What follows belongs to an exercise in optimizing a design on an open flow for small area, a short achievable clock period and few clock cycles per item; a production flow would make more cautious choices. At most, simulation tests tie the RTL to the original design; equivalence was not proved. Power and IR drop assume default switching activity.

== the reference run ==
// ble_ad_structure_parser
module ble_ad_structure_parser (
   input  logic             clock,
   input  logic             reset,
   input  logic             req_valid,
   output logic             req_stall,
   input  logic [16:0]      req_data,    
   output logic             rsp_valid,
   input  logic             rsp_stall,
   output logic [78:0]      rsp_data,    
   input  logic             csr_valid,
   output logic             csr_ready,
   input  logic [7:0]       csr_data
);
==> flow/config.mk <==
export PLATFORM = sky130hd
export DESIGN_NAME = ble_ad_structure_parser
export DESIGN_NICKNAME = ble_ad_structure_parser
export VERILOG_FILES = /design/flow/design.v
export SDC_FILE = /design/flow/constraint.sdc
export NUM_CORES = 4
export LEC_CHECK = 0
export CAP_MARGIN = 20
export CORE_MARGIN = 2
export CORE_UTILIZATION = 40
export CTS_BUF_LIST = sky130_fd_sc_hd__clkbuf_16
export CTS_CLUSTER_DIAMETER = 100
export CTS_CLUSTER_SIZE = 25
export SETUP_SLACK_MARGIN = 2.8
export SLEW_MARGIN = 20
export SYNTH_HIERARCHICAL = 1
export SYNTH_MINIMUM_KEEP_SIZE = 0
==> flow/constraint.sdc <==
create_clock -name core_clock -period 5.5 [get_ports {clock}]
set_input_delay 1.1000 -clock core_clock [delete_from_list [all_inputs] [get_ports {clock}]]
set_output_delay 1.1000 -clock core_clock [all_outputs]
set_load 0.01 [all_outputs]
standard.sh (not shown) runs the stock make flow with config.mk's settings and CLKGATE_MAP_FILE= SYNTH_SCRIPT=/design/flow/synth_recipe.tcl, a recipe that flattens the netlist after the stock synthesis.
==> flow/flow/run.sh <==
#!/bin/bash
# Standard layout, with the port buffers inserted before placement made of
# sky130_fd_sc_hd__buf_2 cells instead of the buffer buffer_ports picks by
# default, and without the adder-extraction step in synthesis (ABC maps the
# arithmetic as plain gates).
set -euo pipefail
export BUFFER_PORTS_ARGS="-buffer_cell sky130_fd_sc_hd__buf_2"
export ADDER_MAP_FILE=
bash standard.sh > standard_flow.log 2>&1
Testbench counts of the reference run, summed over its fixed seeds: cycles 94,479, bytes 91,371.
Edits applied to the flow inputs when going from the reference run to the trial run:
-- flow/design.v --
<<< the reference run, line 46
   endfunction
   function automatic logic lt8(input logic [7:0] a, input logic [7:0] b);
      logic r;
      r = 1'b0;
      for (int i = 0; i < 8; i++) r = (!a[i] && b[i]) || (!(a[i] ^ b[i]) && r);
      lt8 = r;
   endfunction
   function automatic logic [7:0] inc8(input logic [7:0] a);
      logic c;
      c = 1'b1;
      for (int i = 0; i < 8; i++) begin
         inc8[i] = a[i] ^ c;
         c = c && a[i];
      end
   endfunction
   function automatic logic [7:0] dec8(input logic [7:0] a);
      logic c;
      c = 1'b1;
      for (int i = 0; i < 8; i++) begin
         dec8[i] = a[i] ^ c;
         c = c && !a[i];
      end
   endfunction
endpackage
>>> the trial run, line 46
   endfunction
   function automatic logic lt8(input logic [7:0] a, input logic [7:0] b);
      lt8 = a < b;
   endfunction
   function automatic logic [7:0] inc8(input logic [7:0] a);
      inc8 = a + 8'd1;
   endfunction
   function automatic logic [7:0] dec8(input logic [7:0] a);
      dec8 = a - 8'd1;
   endfunction
endpackage
<<< the reference run, line 111
   assign lane = lane_of(cls_ff, pos_ff);
   assign kw = keep_of(cls_ff, pos_ff);
   logic wblock, st_reg, st_if, vnf_ff;
   assign wblock = wide_pend && vnf_ff && nz_ff;
   assign wstall = wblock && !wide_take;
   assign go = in_v && !wstall && (!full || pop);
>>> the trial run, line 98
   assign lane = lane_of(cls_ff, pos_ff);
   assign kw = keep_of(cls_ff, pos_ff);
   logic wblock, st_reg, st_if;
   assign wblock = wide_pend && !in_first && nz_ff;
   assign wstall = wblock && !wide_take;
   assign go = in_v && !wstall && (!full || pop);
<<< the reference run, line 125
   assign dfull = {1'b0, req_data[8:1]} - 9'd1 - {1'b0, req_data[16:9]};
   always_ff @(posedge clock) begin
      if (reset) begin
         in_v <= 1'b0; vnf_ff <= 1'b0;
      end else if (accept) begin
         in_v <= 1'b1; vnf_ff <= !req_data[0];
      end else if (go) begin
         in_v <= 1'b0; vnf_ff <= 1'b0;
      end
   end
   always_ff @(posedge clock) begin
>>> the trial run, line 112
   assign dfull = {1'b0, req_data[8:1]} - 9'd1 - {1'b0, req_data[16:9]};
   always_ff @(posedge clock) begin
      if (reset) in_v <= 1'b0;
      else if (accept) in_v <= 1'b1;
      else if (go) in_v <= 1'b0;
   end
   always_ff @(posedge clock) begin
Diff the reference run -> the trial run | critical path depth | increase of 3
Comparing the reference run and the trial run, the higher total via count after detailed routing is on the reference run.
In the metrics for the reference run and the trial run, the one carrying the lower worst setup timing slack at the placement stage is the trial run.
Summary of the trial run over the reference run: power consumption shrank by about 1.3%, maximum fanout along the worst path shrank by 1.
For the reference run, the end point of the critical path was req_stall, unlike the trial run, where it was u_front.in_nm.
The launch point of the critical path comes out u_front.q_ff[27] in one run and limit_ff[0] in the other, namely in the reference run and the trial run respectively.
No functional check of the RTL was part of the trial run.

========
Another version of the RTL of ble_ad_structure_parser (not shown whole).
Size: ~1000 cells after synthesis, ~210 flip-flops, roughly 110 I/O pins, roughly 11000 um^2 of cells after synthesis.
==> flow/config.mk <==
export PLATFORM = sky130hd
export DESIGN_NAME = ble_ad_structure_parser
export DESIGN_NICKNAME = ble_ad_structure_parser
export VERILOG_FILES = /design/flow/design.v
export SDC_FILE = /design/flow/constraint.sdc
export NUM_CORES = 4
export LEC_CHECK = 0
export CAP_MARGIN = 20
export CORE_MARGIN = 2
export CORE_UTILIZATION = 40
export CTS_BUF_LIST = sky130_fd_sc_hd__clkbuf_4 sky130_fd_sc_hd__clkbuf_8
export SETUP_SLACK_MARGIN = 2.8
export SLEW_MARGIN = 20
export SYNTH_HIERARCHICAL = 1
export SYNTH_MINIMUM_KEEP_SIZE = 0
==> flow/constraint.sdc <==
create_clock -name core_clock -period 5.5 [get_ports {clock}]
set_input_delay 1.1000 -clock core_clock [delete_from_list [all_inputs] [get_ports {clock}]]
set_output_delay 1.1000 -clock core_clock [all_outputs]
set_load 0.01 [all_outputs]
Scripts as last shown in full above: flow/flow/run.sh
Edit:
--- a/flow/design.v
+++ b/flow/design.v
@@ -58,31 +58,22 @@
          c = c && a[i];
       end
    endfunction
    function automatic logic [7:0] dec8(input logic [7:0] a);
       logic c;
       c = 1'b1;
       for (int i = 0; i < 8; i++) begin
          dec8[i] = a[i] ^ c;
          c = c && !a[i];
       end
    endfunction
-   function automatic logic [8:0] add8(input logic [7:0] a, input logic [7:0] b);
-      logic c;
-      c = 1'b0;
-      for (int i = 0; i < 8; i++) begin
-         add8[i] = a[i] ^ b[i] ^ c;
-         c = (a[i] && b[i]) || (c && (a[i] ^ b[i]));
-      end
-      add8[8] = c;
-   endfunction
 endpackage
 module bap_front (
    input  logic               clock,
    input  logic               reset,
    input  logic               req_valid,
    output logic               req_stall,
    input  logic [16:0]        req_data,
    output logic               csr_ready,
    input  logic [7:0]         name_limit,
    output logic               rsp_valid,
    input  logic               rsp_stall,
@@ -111,45 +102,39 @@
          bap_pkg::C_UUID16, bap_pkg::C_UUID32, bap_pkg::C_U128: keep_of = 1'b1;
          bap_pkg::C_CLASS, bap_pkg::C_HASH, bap_pkg::C_RAND, bap_pkg::C_DEVID:
             keep_of = (ps[7:4] == 4'd0);
          bap_pkg::C_APPEAR, bap_pkg::C_MANUF: keep_of = (ps[7:1] == 7'd0);
          default: keep_of = 1'b0;
       endcase
    endfunction
    logic [2:0] lane;
    logic kw;
    assign lane = lane_of(cls_ff, pos_ff);
    assign kw = keep_of(cls_ff, pos_ff);
-   logic wblock, st_reg, st_if, vnf_ff;
-   assign wblock = wide_pend && vnf_ff && nz_ff;
+   logic wblock, st_reg, st_if;
+   assign wblock = wide_pend && !in_first && nz_ff;
    assign wstall = wblock && !wide_take;
    assign go = in_v && !wstall && (!full || pop);
    assign st_reg = in_v && (wblock || (full && h_recend));
    assign st_if = in_v && full;
    bap_stall u_stall (.st_reg(st_reg), .st_if(st_if), .rsp_stall(rsp_stall),
                       .req_stall(req_stall));
    assign accept = req_valid && !req_stall;
    assign csr_ready = !in_v;
    assign name_ok = bap_pkg::lt8(pos_ff, name_limit);
    logic [8:0] dfull;
-   logic [8:0] dsum;
-   assign dsum = bap_pkg::add8(req_data[8:1], ~req_data[16:9]);
-   assign dfull = {!dsum[8], dsum[7:0]};
+   assign dfull = {1'b0, req_data[8:1]} - 9'd1 - {1'b0, req_data[16:9]};
    always_ff @(posedge clock) begin
-      if (reset) begin
-         in_v <= 1'b0; vnf_ff <= 1'b0;
-      end else if (accept) begin
-         in_v <= 1'b1; vnf_ff <= !req_data[0];
-      end else if (go) begin
-         in_v <= 1'b0; vnf_ff <= 1'b0;
-      end
+      if (reset) in_v <= 1'b0;
+      else if (accept) in_v <= 1'b1;
+      else if (go) in_v <= 1'b0;
    end
    always_ff @(posedge clock) begin
       if (accept) begin
          in_first <= req_data[0];
          in_b <= req_data[16:9];
          in_lm1 <= bap_pkg::dec8(req_data[8:1]);
          in_lz <= (req_data[8:1] == 8'd0);
          in_l1 <= (req_data[8:1] == 8'd1);
          in_bz <= (req_data[16:9] == 8'd0);
          in_d <= dfull[7:0];
          in_dneg <= dfull[8];
@@ -264,23 +249,23 @@
       mask[1] = rec && wide && (cls_ff == bap_pkg::C_UUID32 || cls_ff == bap_pkg::C_U128 ||
                         cls_ff == bap_pkg::C_CLASS || cls_ff == bap_pkg::C_HASH ||
                         cls_ff == bap_pkg::C_RAND || cls_ff == bap_pkg::C_DEVID);
       mask[2] = rec && wide && (cls_ff == bap_pkg::C_UUID32 || cls_ff == bap_pkg::C_U128 ||
                         cls_ff == bap_pkg::C_HASH || cls_ff == bap_pkg::C_RAND ||
                         cls_ff == bap_pkg::C_DEVID);
       mask[3] = rec && wide && (cls_ff == bap_pkg::C_U128 || cls_ff == bap_pkg::C_HASH ||
                         cls_ff == bap_pkg::C_RAND || cls_ff == bap_pkg::C_DEVID);
       ent.rec_valid = rec;
       ent.kind = kind;
       ent.half = half;
-      ent.lo = !rec ? {1'b0, cn} : (wide ? acc[7:0] : in_b);
+      ent.lo = wide ? acc[7:0] : in_b;
       ent.mask = mask;
       ent.end_valid = endb;
       ent.end_status = (ph == bap_pkg::PH_STOP) ? st :
                        ((ph == bap_pkg::PH_LEN) ? 2'd0 : 2'd2);
       ent.num = rec ? cm1 : cn;
    end
    assign push = go && ((act && rec) || endb);
    assign wide_push = go && act && rec && wide;
    always_ff @(posedge clock) begin
       if (reset) begin
          phase_ff <= bap_pkg::PH_LEN; offs_ff <= '0; cnt_ff <= '0; nz_ff <= 1'b0;
@@ -319,26 +304,25 @@
    assign h_recend = h.rec_valid && h.end_valid;
    assign pop_ok = occ_ff[0] && !h_recend;
    assign wide_ok = occ_ff[0] && h.mask[0];
    assign take = occ_ff[0] && !rsp_stall;
    assign pop = pop_ok && !rsp_stall;
    assign wide_take = wide_ok && !rsp_stall;
    always_comb begin
       h_next = h;
       h_next.rec_valid = 1'b0;
       h_next.mask = '0;
       h_next.num = 7'(bap_pkg::inc8({1'b0, h.num}));
-      h_next.lo = {1'b0, h_next.num};
    end
    always_comb begin
-      val[7:0] = h.lo;
+      val[7:0] = hrec ? h.lo : {1'b0, h.num};
       val[15:8] = acc[15:8] & {8{h.mask[0]}};
       val[23:16] = acc[23:16] & {8{h.mask[1]}};
       val[31:24] = acc[31:24] & {8{h.mask[2]}};
       val[63:32] = acc[63:32] & {32{h.mask[3]}};
       rsp_data = {!hrec, hrec ? h.kind : 4'd0, val, hrec && h.half, hrec ? h.num : 7'd0,
                   hrec ? 2'd0 : h.end_status};
    end
    always_ff @(posedge clock) begin
       if (reset) begin
          occ_ff <= '0; wide_pend <= 1'b0;
       end else begin
The changed run produced a clean layout.
Wire length came out lower by a few percent.
Setup slack gets better by 0.048 ns.
Synthesized area came out lower slightly.
Clock power stays flat.
Clock-buffer cell count came out higher by 1.
Utilization came out lower by 0.42 points.
Non-clock buffer count came out lower by 10.
Hold slack gets worse by 0.044 ns.
Final area came out lower slightly.
Synthesized cell count came out lower slightly.
Global-route usage came out lower by 0.96 points.
Sequential share of layout area came out higher by 0.37 points.
Total power came out lower by a few percent.
Testbench counts after the change, summed over its fixed seeds: cycles 94,479, bytes 91,371.
Only the layout flow was run in the first run of this note; the RTL was not checked for function there.

========
== v2 ==
ble_ad_structure_parser with an RTL version that a note above also has.
For scale: ~110 I/O pins, roughly 0.011 mm^2 of cells after synthesis.
Settings: LEC_CHECK=0, ABC_AREA=1, CAP_MARGIN=20, CORE_MARGIN=2, CORE_UTILIZATION=40, CTS_BUF_LIST=sky130_fd_sc_hd__clkbuf_16, CTS_CLUSTER_DIAMETER=100, CTS_CLUSTER_SIZE=25, SETUP_SLACK_MARGIN=3.0, SLEW_MARGIN=20, SYNTH_HIERARCHICAL=1, SYNTH_MINIMUM_KEEP_SIZE=0; clock period 5.5 ns.
Scripts as last shown in full above: flow/flow/run.sh
v2 did not stop at any stage, and its layout met the timing, DRC and antenna checks.
Testbench counts of v2, summed over its fixed seeds: cycles 94,479, bytes 91,371.
For v30, these inputs were changed with respect to v2:
-- flow/design.v --
<<< v2, line 107
      endcase
   endfunction
   logic [2:0] lane;
   logic kw;
   assign lane = lane_of(cls_ff, pos_ff);
   assign kw = keep_of(cls_ff, pos_ff);
   logic wblock, st_reg, st_if, vnf_ff;
   assign wblock = wide_pend && vnf_ff && nz_ff;
>>> v30, line 107
      endcase
   endfunction
   logic [2:0] lane_ff;
   logic kw_ff;
   logic wblock, st_reg, st_if, vnf_ff;
   assign wblock = wide_pend && vnf_ff && nz_ff;
<<< v2, line 286
      if (go && act) begin
         rem_ff <= rem; pos_ff <= ps; stat_ff <= st; cls_ff <= cls;
         drec_ff <= drec_n; nmn_ff <= nmn_n;
      end
>>> v30, line 284
      if (go && act) begin
         rem_ff <= rem; pos_ff <= ps; stat_ff <= st; cls_ff <= cls;
         lane_ff <= lane_of(cls, ps); kw_ff <= keep_of(cls, ps);
         drec_ff <= drec_n; nmn_ff <= nmn_n;
      end
<<< v2, line 293
   for (genvar k = 0; k < 8; k++) begin : g_acc
      always_ff @(posedge clock) begin
         if (go && in_data && kw && lane == 3'(k)) acc[8*k +: 8] <= in_b;
      end
   end
>>> v30, line 292
   for (genvar k = 0; k < 8; k++) begin : g_acc
      always_ff @(posedge clock) begin
         if (go && in_data && kw_ff && lane_ff == 3'(k)) acc[8*k +: 8] <= in_b;
      end
   end
## What came out
- Diff v30..v2 | DRC violations left | unchanged
- v30 gives more wire length of the first global-routing pass than v2 did.
- Going from v2 to v30, the proportion of total power due to net switching was found to have gone up by 1.1 points.
- v30 vs v2, final weighted congestion in routability-driven placement went down by about 4.3%.
- The beginning of the critical path comes out u_front.q_ff[27]$_DFFE_PP_ in one run and rsp_stall in the other, namely in v2 and v30 respectively.
- Sort v30 and v2 by number of vias after detailed routing, ascending, and v2 comes first.
- Number of enable flip-flop cells after synthesis (higher): v30
- Compared v30 vs v2, and post-route cell area is up in v30.
- Re flip-flop and latch count: v30 and v2 aren't equal, and the lower value belongs to v2.
- Changes observed in v30 relative to v2: wire length higher, reg-to-reg setup timing slack rose by 0.02 ns.
- From v2 to v30 the numbers moved as follows: post-layout minimum cycle time up 0.060 ns, synthesized area higher.
Function not checked in v30: the RTL went through the layout flow alone.

-- afterwards: timing with drivers on the ports --
In the flow no input, the clock included, has a driving cell. The finished layouts below were timed again as built, in two steps.
Step 1, drivers: a clkbuf_16 drives clock and a buf_2 each remaining input, both assumed.
Step 2 moves the port delays by t, midway between the first and last clock arrival at a register: inputs arrive t later, outputs are due t later. That takes back most of the time a late clock gives input paths.
Three values: ideal ports, drivers, drivers and shift; two values: the first two.
run | t (ns) | setup slack, ns | latest minus earliest clock arrival (ns) | worst register clock-pin slew, ns | worst slew at a driven data input, ns
the reference run | 0.513 | 2.816 / 2.771 / 2.389 | 0.020 / 0.020 | 0.11 / 0.11 | 0.06
the trial run | 0.518 | 2.633 / 2.633 / 2.280 | 0.021 / 0.021 | 0.11 / 0.11 | 0.03
the first run of note 2 | 0.575 | 2.706 / 2.664 / 2.382 | 0.020 / 0.020 | 0.06 / 0.06 | 0.04
the second run of note 2 | 0.549 | 2.755 / 2.714 / 2.422 | 0.018 / 0.018 | 0.07 / 0.07 | 0.04
v2 | 0.512 | 2.914 / 2.870 / 2.559 | 0.030 / 0.030 | 0.10 / 0.10 | 0.04
v30 | 0.521 | 2.854 / 2.811 / 2.564 | 0.024 / 0.024 | 0.11 / 0.11 | 0.05
After both steps every run listed still meets setup and hold. The setup slack of the reference run, which loses most, moves by -0.045 ns with the drivers and by -0.427 ns with both steps.
